From an optimization exercise on the open Yosys and OpenROAD flow, aimed at small area, a short achievable clock period and few clock cycles per item; shortcuts taken in it are not production practice.
Function was checked by simulation only, so behaviour that the tests miss may differ from the original.
The clock port is modelled as an ideal driver; clocking choices that lean on that would not hold on a real chip.
Power figures rest on the tool's default switching activity, not on a simulated workload.

try-onyx:
Design ts_packet_header_parser, start of the top module:
module ts_packet_header_parser (
  input  logic        clk,
  input  logic        rst,
  input  logic        byte_valid,
  output logic        byte_stall,
  input  logic [8:0]  byte_data,   
  output logic        rec_valid,
  input  logic        rec_stall,
  output logic [72:0] rec_data
);
Settings: LEC_CHECK=0, ABC_AREA=1, CAP_MARGIN=20, CORE_MARGIN=2, CORE_UTILIZATION=72, SLEW_MARGIN=20; clock period 8.0 ns.
standard.sh (not shown) runs the stock make flow with config.mk's settings and CLKGATE_MAP_FILE= SYNTH_SCRIPT=/design/flow/synth_recipe.tcl, a recipe that flattens the netlist after the stock synthesis.
==> flow/flow/run.sh <==
#!/bin/bash
# The standard layout (standard.sh: the standard flow's synthesis and ORFS flow) with three
# changes to how it is made:
#  - port buffers are buf_2 cells rather than the delay cells buffer_ports picks by
#    default; every port still gets its own buffer;
#  - the clock tree uses clkbuf_8 cells under a clkbuf_16 root and no dummy loads;
set -euo pipefail
export BUFFER_PORTS_ARGS="-buffer_cell sky130_fd_sc_hd__buf_2"
export CTS_ARGS="-sink_clustering_enable -repair_clock_nets -buf_list sky130_fd_sc_hd__clkbuf_8 -root_buf sky130_fd_sc_hd__clkbuf_16 -dont_use_dummy_load"
export SETUP_SLACK_MARGIN=5.4
bash standard.sh finish > standard_flow.log 2>&1
Testbench counts of try-onyx, summed over its fixed seeds: cycles 36,328, bytes 36,128.
The inputs of try-willow differ from those of try-onyx as listed below.
diff --git a/flow/flow/run.sh b/flow/flow/run.sh
--- a/flow/flow/run.sh
+++ b/flow/flow/run.sh
@@ -6 +6 @@
-#  - the clock tree uses clkbuf_8 cells under a clkbuf_16 root and no dummy loads;
+#  - the clock tree uses clkbuf_4 cells under a clkbuf_16 root and no dummy loads;
@@ -9 +9 @@
-export CTS_ARGS="-sink_clustering_enable -repair_clock_nets -buf_list sky130_fd_sc_hd__clkbuf_8 -root_buf sky130_fd_sc_hd__clkbuf_16 -dont_use_dummy_load"
+export CTS_ARGS="-sink_clustering_enable -repair_clock_nets -buf_list sky130_fd_sc_hd__clkbuf_4 -root_buf sky130_fd_sc_hd__clkbuf_16 -dont_use_dummy_load"
diff --git a/flow/config.mk b/flow/config.mk
--- a/flow/config.mk
+++ b/flow/config.mk
@@ -11 +11 @@
-export CORE_UTILIZATION = 72
+export CORE_UTILIZATION = 50
[summary]
- Re number of buffers inserted by post-CTS setup repair: try-willow is 9 up on try-onyx.
- Comparing try-willow and try-onyx, the higher sum of internal, switching and leakage power is on try-onyx.
- Delta (try-willow minus try-onyx): number of H-tree branching levels neither gained nor lost much; cell count shows an increase of 6.0%.
- In the metrics for try-willow and try-onyx, the one carrying the lower setup slack is try-onyx.
- The worst max-slew margin expressed relative to the limit of try-willow was inferior to that of try-onyx.
- Status: clock-buffer cell count parity (try-onyx, try-willow)
- Between try-onyx and try-willow, the flow reports cell-internal power decreasing by a little under 10%.
- Comparing try-onyx against try-willow, there is no change at all in synthesized area.
Edits applied to the flow inputs when going from try-willow to try-maple:
==> flow/flow/run.sh <==
#!/bin/bash
# The standard layout (standard.sh: the standard flow's synthesis and ORFS flow) with two
# changes to how it is made:
#  - port buffers are buf_2 cells rather than the delay cells buffer_ports picks by
#    default; every port still gets its own buffer;
#  - the clock tree uses clkbuf_8 cells under a clkbuf_16 root and no dummy loads.
set -euo pipefail
export BUFFER_PORTS_ARGS="-buffer_cell sky130_fd_sc_hd__buf_2"
export CTS_ARGS="-sink_clustering_enable -repair_clock_nets -buf_list sky130_fd_sc_hd__clkbuf_8 -root_buf sky130_fd_sc_hd__clkbuf_16 -dont_use_dummy_load"
bash standard.sh finish > standard_flow.log 2>&1
diff --git a/flow/config.mk b/flow/config.mk
--- a/flow/config.mk
+++ b/flow/config.mk
@@ -11,0 +12 @@
+export SETUP_SLACK_MARGIN = 5
## What came out
- Delta (try-maple minus try-willow): number of global-route vias before repair went down 110, number of fill cells in the layout shows an increase of 30.
- Looking at highest achievable clock rate, try-maple sits 0.028 GHz lower than try-willow does.
- Run comparison: try-willow library cell contributing the largest single delay on the critical path sky130_fd_sc_hd__edfxtp_1; try-maple library cell contributing the largest single delay on the critical path sky130_fd_sc_hd__dfxtp_1
- Register cell area after layout of try-maple is on par with try-willow.
Inputs modified between try-maple and try-violet:
diff --git a/flow/flow/run.sh b/flow/flow/run.sh
--- a/flow/flow/run.sh
+++ b/flow/flow/run.sh
@@ -2 +2 @@
-# The standard layout (standard.sh: the standard flow's synthesis and ORFS flow) with two
+# The standard layout (standard.sh: the standard flow's synthesis and ORFS flow) with three
@@ -6 +6 @@
-#  - the clock tree uses clkbuf_8 cells under a clkbuf_16 root and no dummy loads.
+#  - the clock tree uses clkbuf_8 cells under a clkbuf_16 root and no dummy loads;
@@ -9,0 +10 @@
+export SETUP_SLACK_MARGIN=5.4
diff --git a/flow/config.mk b/flow/config.mk
--- a/flow/config.mk
+++ b/flow/config.mk
@@ -8 +8,2 @@
-export ABC_AREA = 1
+export ABC_AREA = 0
+export ABC_CLOCK_PERIOD_IN_PS = 2500
@@ -12 +12,0 @@
-export SETUP_SLACK_MARGIN = 5
==> summary.txt <==
Diff try-maple -> try-violet | multi-input combinational gate total | up by a few percent. In try-violet, the mean instance size in the synthesized netlist came out about 6% above the value in try-maple. Changes observed in try-violet relative to try-maple: part of the total power dissipated in combinational logic lost 0.6 points, total global-route track usage went down. Going from try-maple to try-violet, cell area grew by a little under 10%. Total power on try-violet is ahead of try-maple. Shortest clock period the worst path allows after layout: try-violet < try-maple. Comparing try-maple and try-violet, first-pass GRT wire length is higher on try-violet.
[inputs] try-umber vs try-violet
diff --git a/flow/config.mk b/flow/config.mk
--- a/flow/config.mk
+++ b/flow/config.mk
@@ -8,2 +8 @@
-export ABC_AREA = 0
-export ABC_CLOCK_PERIOD_IN_PS = 2500
+export ABC_AREA = 1
@@ -12 +11 @@
-export CORE_UTILIZATION = 50
+export CORE_UTILIZATION = 65
==> comparison <==
- Looking at synthesized cell count, try-umber sits about 2.3% above try-violet.
- The clock network power consumption on try-violet is in line with that on try-umber.
- Of try-umber and try-violet, it is try-umber that has the lower final period utilization.
- Between try-umber and try-violet, it is try-umber whose flip-flop and latch share of the layout cell area is higher, by 1.8 points.
- From try-violet to try-umber the numbers moved as follows: highest attainable clock frequency went up by about 1.8%, portion of netlist area occupied by mux cells moved down, number of buffers other than clock buffers in the final layout saw a decrease.
- Changes observed in try-umber relative to try-violet: footprint of the flip-flops and latches essentially unchanged; total met2 wirelength after detailed routing shows an increase of 120 µm.
What try-fjord does differently from try-umber at the input level:
==> flow/flow/run.sh <==
#!/bin/bash
# The standard layout (standard.sh: the standard flow's synthesis and ORFS flow) with these
# changes to how it is made:
#  - port buffers are buf_2 cells rather than the delay cells buffer_ports picks by
#    default; every port still gets its own buffer;
#  - the clock tree is built from clkbuf_4 cells under a clkbuf_16 root, with no
#    dummy loads; flow/post_cts.tcl then upsizes to clkbuf_8 any of them whose
#    flip-flop clock pins would see a high slew;
set -euo pipefail
export BUFFER_PORTS_ARGS="-buffer_cell sky130_fd_sc_hd__buf_2"
export CTS_ARGS="-sink_clustering_enable -repair_clock_nets -buf_list sky130_fd_sc_hd__clkbuf_4 -root_buf sky130_fd_sc_hd__clkbuf_16 -dont_use_dummy_load"
export POST_CTS_TCL="$(pwd)/flow/post_cts.tcl"
export SETUP_SLACK_MARGIN=5.45
bash standard.sh finish > standard_flow.log 2>&1
==> flow/flow/post_cts.tcl (new file) <==
set_propagated_clock [all_clocks]
estimate_parasitics -placement
set upsized 0
foreach inst [get_cells *] {
  if {[get_property $inst ref_name] ne "sky130_fd_sc_hd__clkbuf_4"} { continue }
  set worst 0.0
  foreach opin [get_pins -of_objects $inst -filter "direction==output"] {
    foreach p [get_pins -of_objects [get_nets -of_objects $opin] -filter "direction==input"] {
      set s [get_property $p slew_max]
      if {$s > $worst} { set worst $s }
    }
  }
  if {$worst > 0.090} {
    replace_cell [get_property $inst full_name] sky130_fd_sc_hd__clkbuf_8
    incr upsized
  }
}
puts "post_cts: upsized $upsized clock buffers to clkbuf_8"
if {$upsized > 0} {
  detailed_placement
  check_placement -verbose
  estimate_parasitics -placement
}
diff --git a/flow/config.mk b/flow/config.mk
--- a/flow/config.mk
+++ b/flow/config.mk
@@ -11 +11,2 @@
-export CORE_UTILIZATION = 65
+export CORE_UTILIZATION = 50
+export PLACE_DENSITY = 0.8
Notes after the runs:
- Compared with try-umber, in try-fjord fmax increased by 0.67% relative to the old numbers; final clock period utilization by the worst path fell by 0.21 points; switching power dropped 5.1%; register-to-register slack has increased; largest fanout of any net on the critical path decreased 2.
- Worst setup slack after layout on try-fjord is up relative to try-umber.
- Sort try-umber and try-fjord by routed length per placed instance asc -> top: try-fjord

* * *

ts_packet_header_parser again, from the RTL that the note above started with.
Settings: LEC_CHECK=0, ABC_AREA=1, CAP_MARGIN=20, CORE_MARGIN=2, CORE_UTILIZATION=50, SLEW_MARGIN=20, TNS_END_PERCENT=10; clock period 8.0 ns.
==> flow/flow/run.sh <==
#!/bin/bash
# The standard layout (standard.sh: the standard flow's synthesis and ORFS flow) with three
# changes to how it is made:
#  - port buffers are buf_2 cells rather than the delay cells buffer_ports picks by
#    default; every port still gets its own buffer;
#  - the clock tree uses clkbuf_8 cells under a clkbuf_16 root and no dummy loads;
set -euo pipefail
export BUFFER_PORTS_ARGS="-buffer_cell sky130_fd_sc_hd__buf_2"
export CTS_ARGS="-sink_clustering_enable -repair_clock_nets -buf_list sky130_fd_sc_hd__clkbuf_8 -root_buf sky130_fd_sc_hd__clkbuf_16 -dont_use_dummy_load"
export SETUP_SLACK_MARGIN=5.4
bash standard.sh finish > standard_flow.log 2>&1
The baseline passed the timing, DRC and antenna checks.
Testbench counts at the start, summed over its fixed seeds: cycles 36,328, bytes 36,128.
Then changed:
==> flow/flow/run.sh (replaced) <==
#!/bin/bash
# The standard layout (standard.sh: the standard flow's synthesis and ORFS flow) with three
# changes to how it is made:
#  - port buffers are buf_2 cells rather than the delay cells buffer_ports picks by
#    default; every port still gets its own buffer;
#  - the clock tree uses clkbuf_4 cells under a clkbuf_16 root and no dummy loads;
set -euo pipefail
export BUFFER_PORTS_ARGS="-buffer_cell sky130_fd_sc_hd__buf_2"
export CTS_ARGS="-sink_clustering_enable -repair_clock_nets -buf_list sky130_fd_sc_hd__clkbuf_4 -root_buf sky130_fd_sc_hd__clkbuf_16 -dont_use_dummy_load"
export SETUP_SLACK_MARGIN=5.4
bash standard.sh finish > standard_flow.log 2>&1
- CORE_UTILIZATION: 50 -> 65
- TNS_END_PERCENT: 10 -> not set
- The new run completed without violations
- final area decreases by 2.0%
- power shrinks by 6.6%
- global-route usage goes up by 8.4 points
- die area drops by 22%
- utilization increases by 16 points
Then changed:
==> flow/flow/run.sh (replaced) <==
#!/bin/bash
# The standard layout (standard.sh: the standard flow's synthesis and ORFS flow) with these
# changes to how it is made:
#  - port buffers are buf_2 cells rather than the delay cells buffer_ports picks by
#    default; every port still gets its own buffer;
#  - the clock tree is built from clkbuf_4 cells under a clkbuf_16 root, with no
#    dummy loads; flow/post_cts.tcl then upsizes to clkbuf_8 any of them whose
#    flip-flop clock pins would see a high slew;
set -euo pipefail
export BUFFER_PORTS_ARGS="-buffer_cell sky130_fd_sc_hd__buf_2"
export CTS_ARGS="-sink_clustering_enable -repair_clock_nets -buf_list sky130_fd_sc_hd__clkbuf_4 -root_buf sky130_fd_sc_hd__clkbuf_16 -dont_use_dummy_load"
export POST_CTS_TCL="$(pwd)/flow/post_cts.tcl"
export SETUP_SLACK_MARGIN=5.4
bash standard.sh finish > standard_flow.log 2>&1
==> flow/flow/post_cts.tcl (new file) <==
set_propagated_clock [all_clocks]
estimate_parasitics -placement
set upsized 0
foreach inst [get_cells *] {
  if {[get_property $inst ref_name] ne "sky130_fd_sc_hd__clkbuf_4"} { continue }
  set worst 0.0
  foreach opin [get_pins -of_objects $inst -filter "direction==output"] {
    foreach p [get_pins -of_objects [get_nets -of_objects $opin] -filter "direction==input"] {
      set s [get_property $p slew_max]
      if {$s > $worst} { set worst $s }
    }
  }
  if {$worst > 0.090} {
    replace_cell [get_property $inst full_name] sky130_fd_sc_hd__clkbuf_8
    incr upsized
  }
}
puts "post_cts: upsized $upsized clock buffers to clkbuf_8"
if {$upsized > 0} {
  detailed_placement
  check_placement -verbose
  estimate_parasitics -placement
}
- CORE_UTILIZATION: 65 -> 50
- PLACE_DENSITY: not set -> 0.7
Final cell count climbs by a few percent.
Die area climbs by a quarter to a third.
Critical path depth is unchanged.
Synthesized area is unchanged.
Routed wire length drops slightly.
Fmax is about the same.
Utilization drops by 16 points.
Then changed:
- CORE_UTILIZATION: 50 -> 65
- PLACE_DENSITY: 0.7 -> not set
Setup slack degrades by 0.0032 ns.
Non-clock buffer count goes down by 9.
Clock-buffer cell count is unchanged.
Die area drops by 22%.
Clock power drops by about 2%.

* * *

Setup of lagoon:
Starting RTL as in the previous note.
export LEC_CHECK = 0
export ABC_AREA = 1
export CAP_MARGIN = 20
export CORE_MARGIN = 2
export CORE_UTILIZATION = 50
export PLACE_DENSITY = 0.9
export SLEW_MARGIN = 20
create_clock -name core_clock -period 8.0 [get_ports {clk}]
==> flow/flow/run.sh <==
#!/bin/bash
# The standard layout (standard.sh: the standard flow's synthesis and ORFS flow) with three
# changes to how it is made:
#  - port buffers are buf_2 cells rather than the delay cells buffer_ports picks by
#    default; every port still gets its own buffer;
#  - the clock tree uses clkbuf_8 cells under a clkbuf_16 root and no dummy loads;
set -euo pipefail
export BUFFER_PORTS_ARGS="-buffer_cell sky130_fd_sc_hd__buf_2"
export CTS_ARGS="-sink_clustering_enable -repair_clock_nets -buf_list sky130_fd_sc_hd__clkbuf_8 -root_buf sky130_fd_sc_hd__clkbuf_16 -dont_use_dummy_load"
export SETUP_SLACK_MARGIN=5.4
bash standard.sh finish > standard_flow.log 2>&1
Testbench counts of lagoon, summed over its fixed seeds: cycles 36,328, bytes 36,128.
diff inputs: lagoon => raven
Settings: PLACE_DENSITY no longer set, was 0.9.
==> summary.txt <==
Going from lagoon to raven, clock power share has increased, count of hold buffers inserted by post-cts repair shows no meaningful change.
Looking at raven and lagoon, the final period demand of the worst path is a wash.
Diff raven and lagoon: worst setup timing slack at the placement stage higher in lagoon
Summary of raven over lagoon: share of the final layout cell area in multi-input gates went down; final period utilization did not really move; count of flip-flops with a built-in enable after synthesis did not really move; length of routed met2 wiring went up; worst setup slack did not really move.
Inputs modified between raven and juniper:
Settings: PLACE_DENSITY: unset -> 0.8.
==> flow/flow/run.sh <==
#!/bin/bash
# The standard layout (standard.sh: the standard flow's synthesis and ORFS flow) with these
# changes to how it is made:
#  - port buffers are buf_2 cells rather than the delay cells buffer_ports picks by
#    default; every port still gets its own buffer;
#  - the clock tree is built from clkbuf_4 cells under a clkbuf_16 root, with no
#    dummy loads; flow/post_cts.tcl then upsizes to clkbuf_8 any of them whose
#    flip-flop clock pins would see a high slew;
set -euo pipefail
export BUFFER_PORTS_ARGS="-buffer_cell sky130_fd_sc_hd__buf_2"
export CTS_ARGS="-sink_clustering_enable -repair_clock_nets -buf_list sky130_fd_sc_hd__clkbuf_4 -root_buf sky130_fd_sc_hd__clkbuf_16 -dont_use_dummy_load"
export POST_CTS_TCL="$(pwd)/flow/post_cts.tcl"
export SETUP_SLACK_MARGIN=5.4
bash standard.sh finish > standard_flow.log 2>&1
==> flow/flow/post_cts.tcl (new file) <==
set_propagated_clock [all_clocks]
estimate_parasitics -placement
set upsized 0
foreach inst [get_cells *] {
  if {[get_property $inst ref_name] ne "sky130_fd_sc_hd__clkbuf_4"} { continue }
  set worst 0.0
  foreach opin [get_pins -of_objects $inst -filter "direction==output"] {
    foreach p [get_pins -of_objects [get_nets -of_objects $opin] -filter "direction==input"] {
      set s [get_property $p slew_max]
      if {$s > $worst} { set worst $s }
    }
  }
  if {$worst > 0.090} {
    replace_cell [get_property $inst full_name] sky130_fd_sc_hd__clkbuf_8
    incr upsized
  }
}
puts "post_cts: upsized $upsized clock buffers to clkbuf_8"
if {$upsized > 0} {
  detailed_placement
  check_placement -verbose
  estimate_parasitics -placement
}
Findings:
- Between raven and juniper, the via count figures differ only marginally.
- raven has a higher synthesis-to-finish area growth than juniper.
- Delta (juniper minus raven): number of cells on the worst reg-to-reg path grew by 4, HPWL after detailed placement fell about 5%.
- Compared with raven, cell area in juniper decreased by a few percent.
- Cmp juniper and raven / power per cell area / higher: raven
- Per the comparison of juniper with raven, placement-stage worst setup slack grew by 0.089 ns, first-pass GRT wire length went down 5.9%, number of cells in the finished layout apart from fillers went down 1.2%.
- Re sequential share of layout area: juniper is 1.2 points up on raven.
### juniper -> harbor
Settings: an added TNS_END_PERCENT of 0; a deleted PLACE_DENSITY that had been 0.8.
==> flow/flow/run.sh <==
#!/bin/bash
# The standard layout (standard.sh: the standard flow's synthesis and ORFS flow) with three
# changes to how it is made:
#  - port buffers are buf_2 cells rather than the delay cells buffer_ports picks by
#    default; every port still gets its own buffer;
#  - the clock tree uses clkbuf_8 cells under a clkbuf_16 root and no dummy loads;
set -euo pipefail
export BUFFER_PORTS_ARGS="-buffer_cell sky130_fd_sc_hd__buf_2"
export CTS_ARGS="-sink_clustering_enable -repair_clock_nets -buf_list sky130_fd_sc_hd__clkbuf_8 -root_buf sky130_fd_sc_hd__clkbuf_16 -dont_use_dummy_load"
export SETUP_SLACK_MARGIN=5.4
bash standard.sh finish > standard_flow.log 2>&1
removed: flow/flow/post_cts.tcl
--- outcome ---
Re number of pins with negative max-slew slack in the final report: no difference whatsoever between juniper and harbor.
Between juniper and harbor, the flow reports internal power summed over all cells increasing by a few percent.
juniper → harbor: signed area change from the synthesized netlist to the final layout increased 1.6 points, fraction of power consumed by the clock network has increased.
In harbor, the actual transition at the worst max-transition pin came out 0.37 ns above the value in juniper.
From juniper to harbor the numbers moved as follows: share of cell area taken by flip-flops and latches dropped 0.63 points; met3 wirelength from detailed routing dropped 72 um; non-clock buffer count climbed 3.4%; leakage power summed over all cells climbed about 1.3%; worst slack on hold paths climbed 0.010 ns.

==> afterwards: timing with drivers on the ports <==
No port has a modelled driver above. Below, the same layouts with a new extraction and two added sets of constraints. Step 1 (the two cells are an assumption about what drives the block):
set clk [get_ports {clk}]
set_driving_cell -lib_cell sky130_fd_sc_hd__clkbuf_16 $clk
set_driving_cell -lib_cell sky130_fd_sc_hd__buf_2 [delete_from_list [all_inputs] $clk]
Step 2 adds t to the input delays and takes it off the output delays; t is the mean of the earliest and latest rising clock arrival at the registers after step 1. Input paths then give back, and output paths get back, about the clock's delay inside the block. a / b / c = ideal / step 1 / step 2; a / b = the first two.
run	t (ns)	setup WS [ns]	worst setup path at the end	clock arrival spread, ns	cell pins on the clock port's net
try-onyx	0.405	5.415 / 5.375 / 5.323	input to register	0.035 / 0.035	1
try-willow	0.413	5.425 / 5.382 / 5.370	input to register	0.033 / 0.033	1
try-maple	0.411	5.226 / 5.226 / 5.226	register to register	0.023 / 0.022	1
try-violet	0.409	5.364 / 5.323 / 5.429	input to register	0.036 / 0.036	1
try-umber	0.418	5.411 / 5.370 / 5.381	input to register	0.021 / 0.020	1
try-fjord	0.399	5.428 / 5.388 / 5.405	input to register	0.029 / 0.029	1
the first run of note 2	0.412	5.377 / 5.336 / 5.367	input to register	0.023 / 0.023	1
the second run of note 2	0.411	5.407 / 5.366 / 5.388	input to register	0.034 / 0.034	1
the third run of note 2	0.398	5.403 / 5.360 / 5.402	input to register	0.028 / 0.028	1
the fourth run of note 2	0.407	5.399 / 5.359 / 5.397	input to register	0.033 / 0.033	1
lagoon	0.412	5.425 / 5.386 / 5.369	input to register	0.038 / 0.038	1
raven	0.408	5.427 / 5.387 / 5.366	input to register	0.025 / 0.024	1
juniper	0.398	5.423 / 5.382 / 5.404	input to register	0.030 / 0.031	1
harbor	0.411	5.382 / 5.341 / 5.364	input to register	0.024 / 0.024	1
After both steps setup and hold are still met in every run listed. The setup slack of try-onyx, which loses most, moves by -0.040 ns with the drivers and by -0.092 ns with both steps.
